From an optimization exercise on the open Yosys and OpenROAD flow, aimed at small area, a short achievable clock period and few clock cycles; shortcuts taken in it are not production practice.
At most, simulation tests tie the RTL to the original design; equivalence was not proved.
Power and IR drop assume default switching activity.

== JK ==
==> module mcu_test_sequencer, before the edit <==
module mcu_test_sequencer #(
  parameter int unsigned DEPTH     = 64,
  parameter int unsigned ADDR_W    = $clog2(DEPTH),
  parameter int unsigned DATA_W    = 16,
  parameter bit          SIGN_EXT  = 1'b1,
  parameter int unsigned ROM_LAT   = 1,
  parameter logic [31:0] FINISH_PC = 32'h64,
  parameter int unsigned TIMEOUT   = 20'hFFFFF,
  parameter int unsigned CNT_W     = 20
) (
  input  logic              clk_sys,
  input  logic              rst_sync,
  input  logic              start,
  output logic [ADDR_W-1:0] rom_addr,
  input  logic [DATA_W-1:0] rom_rdata,
  output logic [ADDR_W-1:0] ram_addr,
  output logic              ram_we,
  output logic [DATA_W-1:0] ram_wdata,
  output logic              cpu_rst,
  input  logic [31:0]       cpu_pc,
  input  logic [31:0]       cpu_mem_addr,
  input  logic              cpu_mem_we,
  input  logic [31:0]       cpu_mem_wdata,
  output logic [31:0]       cpu_mem_rdata,
  output logic              busy,
  output logic              done,
  output logic              timeout_err,
  output logic [CNT_W-1:0]  cycle_cnt
);
  localparam logic [ADDR_W-1:0] IDX_LAST = ADDR_W'(DEPTH - 1);
  localparam logic [CNT_W-1:0]  RUN_LAST = CNT_W'(TIMEOUT - 1);
  localparam logic [31:0]       EXT_MASK =
    (DATA_W >= 32) ? 32'h0 : ~((32'h1 << DATA_W) - 32'h1);
  logic st_start_q, st_load_q, st_run_q, st_wb_q, st_done_q, st_err_q;
  logic st_start_d, st_load_d, st_run_d, st_wb_d, st_done_d, st_err_d;
  logic [ADDR_W-1:0] idx_q, idx_d;
  logic [CNT_W-1:0]  cnt_q, cnt_d;
  logic [7:0]        ilo_q, rhi_q, lhi_q;
  logic [31:0]       mem_q [DEPTH];
  logic [31:0]       ext_rdata;
  logic [31:0]       wdata;
  logic              cpu_in_range;
  logic              unused_byte_lane;
  logic              finish, tmo, go, idx_last, run_we;
  logic [5:0]        a;
  localparam int unsigned RD_SLICES = 4;
  localparam int unsigned RD_BITS   = 32 / RD_SLICES;
  logic [7:0]        sel_lo [RD_SLICES];
  logic [7:0]        sel_hi [RD_SLICES];
  logic [7:0]        wr_lo, wr_hi;
  logic [DEPTH-1:0]  wsel;
  logic [31:0]       rdata;
  assign ext_rdata = (SIGN_EXT && rom_rdata[DATA_W-1]) ? (32'(rom_rdata) | EXT_MASK)
                                                       : 32'(rom_rdata);
  assign a                = cpu_mem_addr[7:2];
  assign unused_byte_lane = ^cpu_mem_addr[1:0];
  mcu_test_sequencer_zero24 u_range (.x(cpu_mem_addr[31:8]), .zero(cpu_in_range));
  assign finish   = (cpu_pc == FINISH_PC);
  assign tmo      = (cnt_q == RUN_LAST);
  assign go       = (st_done_q | st_err_q) & start;
  assign idx_last = (idx_q == IDX_LAST);
  assign run_we   = st_run_q & cpu_mem_we;
  always_comb begin
    st_start_d = 1'b0;
    st_load_d  = go | st_start_q | (st_load_q & ~idx_last);
    st_run_d   = (st_load_q & idx_last) | (st_run_q & ~finish & ~tmo);
    st_wb_d    = (st_run_q & finish) | (st_wb_q & ~idx_last);
    st_done_d  = (st_wb_q & idx_last) | (st_done_q & ~start);
    st_err_d   = (st_run_q & ~finish & tmo) | (st_err_q & ~start);
  end
  always_comb begin
    idx_d = idx_q;
    if (st_start_q | go | ((st_load_q | st_wb_q) & ~idx_last) | (st_run_q & finish))
      idx_d = st_start_q ? '0 : idx_q + 1'b1;
  end
  always_comb begin
    cnt_d = cnt_q;
    if (st_load_q)     cnt_d = '0;
    else if (st_run_q) cnt_d = cnt_q + 1'b1;
  end
  for (genvar s = 0; s < RD_SLICES; s++) begin : g_slice
    mcu_test_sequencer_dec u_rd (.a(a), .en_lo(st_run_q), .en_hi(st_run_q), .ok(cpu_in_range),
                                 .alt_lo(ilo_q), .alt_hi(rhi_q),
                                 .sel_lo(sel_lo[s]), .sel_hi(sel_hi[s]));
  end
  mcu_test_sequencer_dec u_wr (.a(a), .en_lo(st_run_q), .en_hi(run_we), .ok(cpu_in_range),
                               .alt_lo(ilo_q), .alt_hi(lhi_q),
                               .sel_lo(wr_lo), .sel_hi(wr_hi));
  always_comb begin
    for (int i = 0; i < DEPTH; i++) wsel[i] = wr_lo[i % 8] & wr_hi[i / 8];
  end
  assign wdata = st_load_q ? ext_rdata : cpu_mem_wdata;
  for (genvar b = 0; b < 32; b++) begin : g_rd
    logic [7:0] grp_bit;
    for (genvar g = 0; g < 8; g++) begin : g_grp
      logic [7:0] word_bit;
      for (genvar j = 0; j < 8; j++) begin : g_w
        assign word_bit[j] = mem_q[8*g+j][b];
      end
      mcu_test_sequencer_ao8 u_lo (.sel(sel_lo[b / RD_BITS]), .d(word_bit), .y(grp_bit[g]));
    end
    mcu_test_sequencer_ao8 u_hi (.sel(sel_hi[b / RD_BITS]), .d(grp_bit), .y(rdata[b]));
  end
  always_ff @(posedge clk_sys or posedge rst_sync) begin
    if (rst_sync) begin
      st_start_q <= 1'b1;
      st_load_q  <= 1'b0;
      st_run_q   <= 1'b0;
      st_wb_q    <= 1'b0;
      st_done_q  <= 1'b0;
      st_err_q   <= 1'b0;
      ilo_q      <= '0;
      rhi_q      <= '0;
      lhi_q      <= '0;
    end else begin
      st_start_q <= st_start_d;
      st_load_q  <= st_load_d;
      st_run_q   <= st_run_d;
      st_wb_q    <= st_wb_d;
      st_done_q  <= st_done_d;
      st_err_q   <= st_err_d;
      for (int j = 0; j < 8; j++) begin
        ilo_q[j] <= ~st_run_d & (idx_d[2:0] == 3'(j));
        rhi_q[j] <= st_wb_d   & (idx_d[5:3] == 3'(j));
        lhi_q[j] <= st_load_d & (idx_d[5:3] == 3'(j));
      end
    end
  end
  always_ff @(posedge clk_sys) begin
    idx_q <= idx_d;
    cnt_q <= cnt_d;
  end
  always_ff @(posedge clk_sys) begin
    for (int i = 0; i < DEPTH; i++)
      if (wsel[i]) mem_q[i] <= wdata;
  end
  assign rom_addr      = st_start_q ? '0 : idx_q + 1'b1;
  assign ram_addr      = idx_q;
  assign ram_wdata     = rdata[DATA_W-1:0];
  assign cpu_mem_rdata = rdata;
  assign ram_we        = st_wb_q;
  assign cpu_rst       = ~st_run_q;
  assign busy          = st_load_q | st_run_q | st_wb_q;
  assign done          = st_done_q;
  assign timeout_err   = st_err_q;
  assign cycle_cnt     = cnt_q;
endmodule
==> flow/config.mk <==
export PLATFORM = sky130hd
export DESIGN_NAME = mcu_test_sequencer
export DESIGN_NICKNAME = mcu_test_sequencer
export VERILOG_FILES = /design/flow/design.v
export SDC_FILE = /design/flow/constraint.sdc
export NUM_CORES = 4
export LEC_CHECK = 0
export CAP_MARGIN = 20
export CORE_MARGIN = 2
export CORE_UTILIZATION = 50
export CTS_CLUSTER_DIAMETER = 100
export CTS_CLUSTER_SIZE = 24
export SETUP_SLACK_MARGIN = 2.0
export SLEW_MARGIN = 20
export SYNTH_HIERARCHICAL = 1
==> flow/constraint.sdc <==
create_clock -name core_clock -period 6.5 [get_ports {clk_sys}]
set_input_delay 1.3000 -clock core_clock [delete_from_list [all_inputs] [get_ports {clk_sys}]]
set_output_delay 1.3000 -clock core_clock [all_outputs]
set_load 0.01 [all_outputs]
standard.sh (not shown) runs the stock make flow with config.mk's settings and CLKGATE_MAP_FILE= SYNTH_SCRIPT=/design/flow/synth_recipe.tcl, a recipe that flattens the netlist after the stock synthesis.
==> flow/flow/run.sh <==
#!/bin/bash
# Standard layout, with the ports buffered by plain buffers (buf_4) instead of
# the default delay buffers.
set -euo pipefail
bash standard.sh "BUFFER_PORTS_ARGS=-buffer_cell sky130_fd_sc_hd__buf_4" finish > standard_flow.log 2>&1
JK finished every step from synthesis to the final layout, and the layout passed the timing, design-rule and antenna checks.
Testbench counts of JK, summed over its fixed seeds: cycles 14,809.
For MS, these inputs were changed with respect to JK:
diff --git a/flow/design.v b/flow/design.v
--- a/flow/design.v
+++ b/flow/design.v
@@ -41,11 +41,11 @@
   logic [31:0]       wdata;
   logic              cpu_in_range;
   logic              unused_byte_lane;
   logic              finish, tmo, go, idx_last, run_we;
   logic [5:0]        a;
-  localparam int unsigned RD_SLICES = 4;
+  localparam int unsigned RD_SLICES = 8;
   localparam int unsigned RD_BITS   = 32 / RD_SLICES;
   logic [7:0]        sel_lo [RD_SLICES];
   logic [7:0]        sel_hi [RD_SLICES];
   logic [7:0]        wr_lo, wr_hi;
   logic [DEPTH-1:0]  wsel;
### Flow results
- Going from JK to MS, placement row count grew slightly.
- DRC marker count from the first detailed-route iteration for MS is lower than for JK.
- Per the comparison of MS with JK, starting density of the core held steady; total stage count of the critical path rose 3.
- [compare] base=JK new=MS: first-pass GRT wire length lower, final worst-path cycle share neither gained nor lost much, non-clock buffer count now sits lower, sequential share of power now sits lower.
- Across both runs, total of clock buffers placed in the layout was higher for MS than for JK.
- STATUS overall via count from detail_route: MS wins against JK
- The run with more routed wire is JK, not MS.
- The worst setup slack was comparable across JK and MS.
- Between JK and MS, the die area is lower for JK.
- Global-route usage was lower in MS than in JK.
Testbench counts of MS, summed over its fixed seeds: cycles 14,809.

* * *

== v1 ==
mcu_test_sequencer with an RTL version that a note above also has.
For scale: about 200 I/O pins, about 78000 um^2 of cells after synthesis.
==> module mcu_test_sequencer, before the edit <==
module mcu_test_sequencer #(
  parameter int unsigned DEPTH     = 64,
  parameter int unsigned ADDR_W    = $clog2(DEPTH),
  parameter int unsigned DATA_W    = 16,
  parameter bit          SIGN_EXT  = 1'b1,
  parameter int unsigned ROM_LAT   = 1,
  parameter logic [31:0] FINISH_PC = 32'h64,
  parameter int unsigned TIMEOUT   = 20'hFFFFF,
  parameter int unsigned CNT_W     = 20
) (
  input  logic              clk_sys,
  input  logic              rst_sync,
  input  logic              start,
  output logic [ADDR_W-1:0] rom_addr,
  input  logic [DATA_W-1:0] rom_rdata,
  output logic [ADDR_W-1:0] ram_addr,
  output logic              ram_we,
  output logic [DATA_W-1:0] ram_wdata,
  output logic              cpu_rst,
  input  logic [31:0]       cpu_pc,
  input  logic [31:0]       cpu_mem_addr,
  input  logic              cpu_mem_we,
  input  logic [31:0]       cpu_mem_wdata,
  output logic [31:0]       cpu_mem_rdata,
  output logic              busy,
  output logic              done,
  output logic              timeout_err,
  output logic [CNT_W-1:0]  cycle_cnt
);
  localparam logic [ADDR_W-1:0] IDX_LAST = ADDR_W'(DEPTH - 1);
  localparam logic [CNT_W-1:0]  RUN_LAST = CNT_W'(TIMEOUT - 1);
  localparam logic [31:0]       EXT_MASK =
    (DATA_W >= 32) ? 32'h0 : ~((32'h1 << DATA_W) - 32'h1);
  logic st_start_q, st_load_q, st_run_q, st_wb_q, st_done_q, st_err_q;
  logic st_start_d, st_load_d, st_run_d, st_wb_d, st_done_d, st_err_d;
  logic [ADDR_W-1:0] idx_q, idx_d;
  logic [CNT_W-1:0]  cnt_q, cnt_d;
  logic [7:0]        ilo_q, rhi_q, lhi_q;
  logic [31:0]       mem_q [DEPTH];
  logic [31:0]       ext_rdata;
  logic [31:0]       wdata;
  logic              cpu_in_range;
  logic              unused_byte_lane;
  logic              finish, tmo, go, idx_last, run_we;
  logic [5:0]        a;
  localparam int unsigned RD_SLICES = 8;
  localparam int unsigned RD_BITS   = 32 / RD_SLICES;
  logic [7:0]        sel_lo [RD_SLICES];
  logic [7:0]        sel_hi [RD_SLICES];
  logic [7:0]        wr_lo, wr_hi;
  logic [DEPTH-1:0]  wsel;
  logic [31:0]       rdata;
  assign ext_rdata = (SIGN_EXT && rom_rdata[DATA_W-1]) ? (32'(rom_rdata) | EXT_MASK)
                                                       : 32'(rom_rdata);
  assign a                = cpu_mem_addr[7:2];
  assign unused_byte_lane = ^cpu_mem_addr[1:0];
  mcu_test_sequencer_zero24 u_range (.x(cpu_mem_addr[31:8]), .zero(cpu_in_range));
  assign finish   = (cpu_pc == FINISH_PC);
  assign tmo      = (cnt_q == RUN_LAST);
  assign go       = (st_done_q | st_err_q) & start;
  assign idx_last = (idx_q == IDX_LAST);
  assign run_we   = st_run_q & cpu_mem_we;
  always_comb begin
    st_start_d = 1'b0;
    st_load_d  = go | st_start_q | (st_load_q & ~idx_last);
    st_run_d   = (st_load_q & idx_last) | (st_run_q & ~finish & ~tmo);
    st_wb_d    = (st_run_q & finish) | (st_wb_q & ~idx_last);
    st_done_d  = (st_wb_q & idx_last) | (st_done_q & ~start);
    st_err_d   = (st_run_q & ~finish & tmo) | (st_err_q & ~start);
  end
  always_comb begin
    idx_d = idx_q;
    if (st_start_q | go | ((st_load_q | st_wb_q) & ~idx_last) | (st_run_q & finish))
      idx_d = st_start_q ? '0 : idx_q + 1'b1;
  end
  always_comb begin
    cnt_d = cnt_q;
    if (st_load_q)     cnt_d = '0;
    else if (st_run_q) cnt_d = cnt_q + 1'b1;
  end
  for (genvar s = 0; s < RD_SLICES; s++) begin : g_slice
    mcu_test_sequencer_dec u_rd (.a(a), .en_lo(st_run_q), .en_hi(st_run_q), .ok(cpu_in_range),
                                 .alt_lo(ilo_q), .alt_hi(rhi_q),
                                 .sel_lo(sel_lo[s]), .sel_hi(sel_hi[s]));
  end
  mcu_test_sequencer_dec u_wr (.a(a), .en_lo(st_run_q), .en_hi(run_we), .ok(cpu_in_range),
                               .alt_lo(ilo_q), .alt_hi(lhi_q),
                               .sel_lo(wr_lo), .sel_hi(wr_hi));
  always_comb begin
    for (int i = 0; i < DEPTH; i++) wsel[i] = wr_lo[i % 8] & wr_hi[i / 8];
  end
  assign wdata = st_load_q ? ext_rdata : cpu_mem_wdata;
  for (genvar b = 0; b < 32; b++) begin : g_rd
    logic [7:0] grp_bit;
    for (genvar g = 0; g < 8; g++) begin : g_grp
      logic [7:0] word_bit;
      for (genvar j = 0; j < 8; j++) begin : g_w
        assign word_bit[j] = mem_q[8*g+j][b];
      end
      mcu_test_sequencer_ao8 u_lo (.sel(sel_lo[b / RD_BITS]), .d(word_bit), .y(grp_bit[g]));
    end
    mcu_test_sequencer_ao8 u_hi (.sel(sel_hi[b / RD_BITS]), .d(grp_bit), .y(rdata[b]));
  end
  always_ff @(posedge clk_sys or posedge rst_sync) begin
    if (rst_sync) begin
      st_start_q <= 1'b1;
      st_load_q  <= 1'b0;
      st_run_q   <= 1'b0;
      st_wb_q    <= 1'b0;
      st_done_q  <= 1'b0;
      st_err_q   <= 1'b0;
      ilo_q      <= '0;
      rhi_q      <= '0;
      lhi_q      <= '0;
    end else begin
      st_start_q <= st_start_d;
      st_load_q  <= st_load_d;
      st_run_q   <= st_run_d;
      st_wb_q    <= st_wb_d;
      st_done_q  <= st_done_d;
      st_err_q   <= st_err_d;
      for (int j = 0; j < 8; j++) begin
        ilo_q[j] <= ~st_run_d & (idx_d[2:0] == 3'(j));
        rhi_q[j] <= st_wb_d   & (idx_d[5:3] == 3'(j));
        lhi_q[j] <= st_load_d & (idx_d[5:3] == 3'(j));
      end
    end
  end
  always_ff @(posedge clk_sys) begin
    idx_q <= idx_d;
    cnt_q <= cnt_d;
  end
  always_ff @(posedge clk_sys) begin
    for (int i = 0; i < DEPTH; i++)
      if (wsel[i]) mem_q[i] <= wdata;
  end
  assign rom_addr      = st_start_q ? '0 : idx_q + 1'b1;
  assign ram_addr      = idx_q;
  assign ram_wdata     = rdata[DATA_W-1:0];
  assign cpu_mem_rdata = rdata;
  assign ram_we        = st_wb_q;
  assign cpu_rst       = ~st_run_q;
  assign busy          = st_load_q | st_run_q | st_wb_q;
  assign done          = st_done_q;
  assign timeout_err   = st_err_q;
  assign cycle_cnt     = cnt_q;
endmodule
==> flow/config.mk <==
export PLATFORM = sky130hd
export DESIGN_NAME = mcu_test_sequencer
export DESIGN_NICKNAME = mcu_test_sequencer
export VERILOG_FILES = /design/flow/design.v
export SDC_FILE = /design/flow/constraint.sdc
export NUM_CORES = 4
export LEC_CHECK = 0
export CAP_MARGIN = 20
export CORE_MARGIN = 2
export CORE_UTILIZATION = 50
export CTS_CLUSTER_DIAMETER = 100
export CTS_CLUSTER_SIZE = 24
export SETUP_SLACK_MARGIN = 2.0
export SLEW_MARGIN = 20
export SYNTH_HIERARCHICAL = 1
==> flow/constraint.sdc <==
create_clock -name core_clock -period 6.5 [get_ports {clk_sys}]
set_input_delay 1.3000 -clock core_clock [delete_from_list [all_inputs] [get_ports {clk_sys}]]
set_output_delay 1.3000 -clock core_clock [all_outputs]
set_load 0.01 [all_outputs]
==> flow/flow/run.sh <==
#!/bin/bash
# Standard layout, with the ports buffered by plain buffers (buf_1) instead of
# the default delay buffers.
set -euo pipefail
bash standard.sh "BUFFER_PORTS_ARGS=-buffer_cell sky130_fd_sc_hd__buf_1" finish > standard_flow.log 2>&1
v1: flow completed, timing, DRC and antenna clean
Testbench counts of v1, summed over its fixed seeds: cycles 14,809.
Relative to v1, the following input files were edited for v19:
--- a/flow/design.v
+++ b/flow/design.v
@@ -108,28 +108,25 @@
       st_run_q   <= 1'b0;
       st_wb_q    <= 1'b0;
       st_done_q  <= 1'b0;
       st_err_q   <= 1'b0;
-      ilo_q      <= '0;
-      rhi_q      <= '0;
-      lhi_q      <= '0;
     end else begin
       st_start_q <= st_start_d;
       st_load_q  <= st_load_d;
       st_run_q   <= st_run_d;
       st_wb_q    <= st_wb_d;
       st_done_q  <= st_done_d;
       st_err_q   <= st_err_d;
-      for (int j = 0; j < 8; j++) begin
-        ilo_q[j] <= ~st_run_d & (idx_d[2:0] == 3'(j));
-        rhi_q[j] <= st_wb_d   & (idx_d[5:3] == 3'(j));
-        lhi_q[j] <= st_load_d & (idx_d[5:3] == 3'(j));
-      end
     end
   end
   always_ff @(posedge clk_sys) begin
     idx_q <= idx_d;
     cnt_q <= cnt_d;
+    for (int j = 0; j < 8; j++) begin
+      ilo_q[j] <= ~st_run_d & (idx_d[2:0] == 3'(j));
+      rhi_q[j] <= st_wb_d   & (idx_d[5:3] == 3'(j));
+      lhi_q[j] <= st_load_d & (idx_d[5:3] == 3'(j));
+    end
   end
   always_ff @(posedge clk_sys) begin
     for (int i = 0; i < DEPTH; i++)
       if (wsel[i]) mem_q[i] <= wdata;
Findings:
- Diff v1 -> v19: worst setup slack went down by 0.14 ns, period utilization shows an increase of 2.1 points, via count picked up an extra about 0.43%.
- Number of nets produced by synthesis: v1 and v19 compared, lower one is v19
- v1 → v19: leakage power essentially unchanged; number of buffers inserted during clock tree synthesis increased 1.
- Changes observed in v19 relative to v1: non-clock buffer count went up; data-path buffer share of cell area in the final layout went up; via-per-instance ratio went up; half-perimeter wire length of the detailed placement result went up.
- Summary of the comparison: utilization after layout is higher in v19, relative to v1.
- Any difference in final area between v1 and v19 is small enough to ignore.
- On wire length, v19 does worse than v1.
No functional check of the RTL was part of v19.

port drivers added, routing unchanged:
No port has a modelled driver above. Below, the same layouts with a new extraction and two added sets of constraints. Step 1 assumes that a clkbuf_16 drives the clock port and a buf_2 every other input. Step 2 moves the port delays by t, midway between the first and last clock arrival at a register: inputs arrive t later, outputs are due t later. That takes back most of the time a late clock gives input paths. a / b / c = no drivers / after step 1 / after step 2; a / b = the first two.
run | t (ns) | slack for setup (ns) | worst data-port slew with drivers (ns)
JK | 0.831 | 1.693 / 1.332 / 1.332 | 0.44
MS | 0.839 | 1.691 / 1.459 / 1.391 | 0.34
v1 | 0.827 | 1.778 / 1.417 / 1.417 | 0.36
v19 | 0.834 | 1.639 / 1.349 / 1.349 | 0.33
After both steps setup and hold are still met in every run listed.
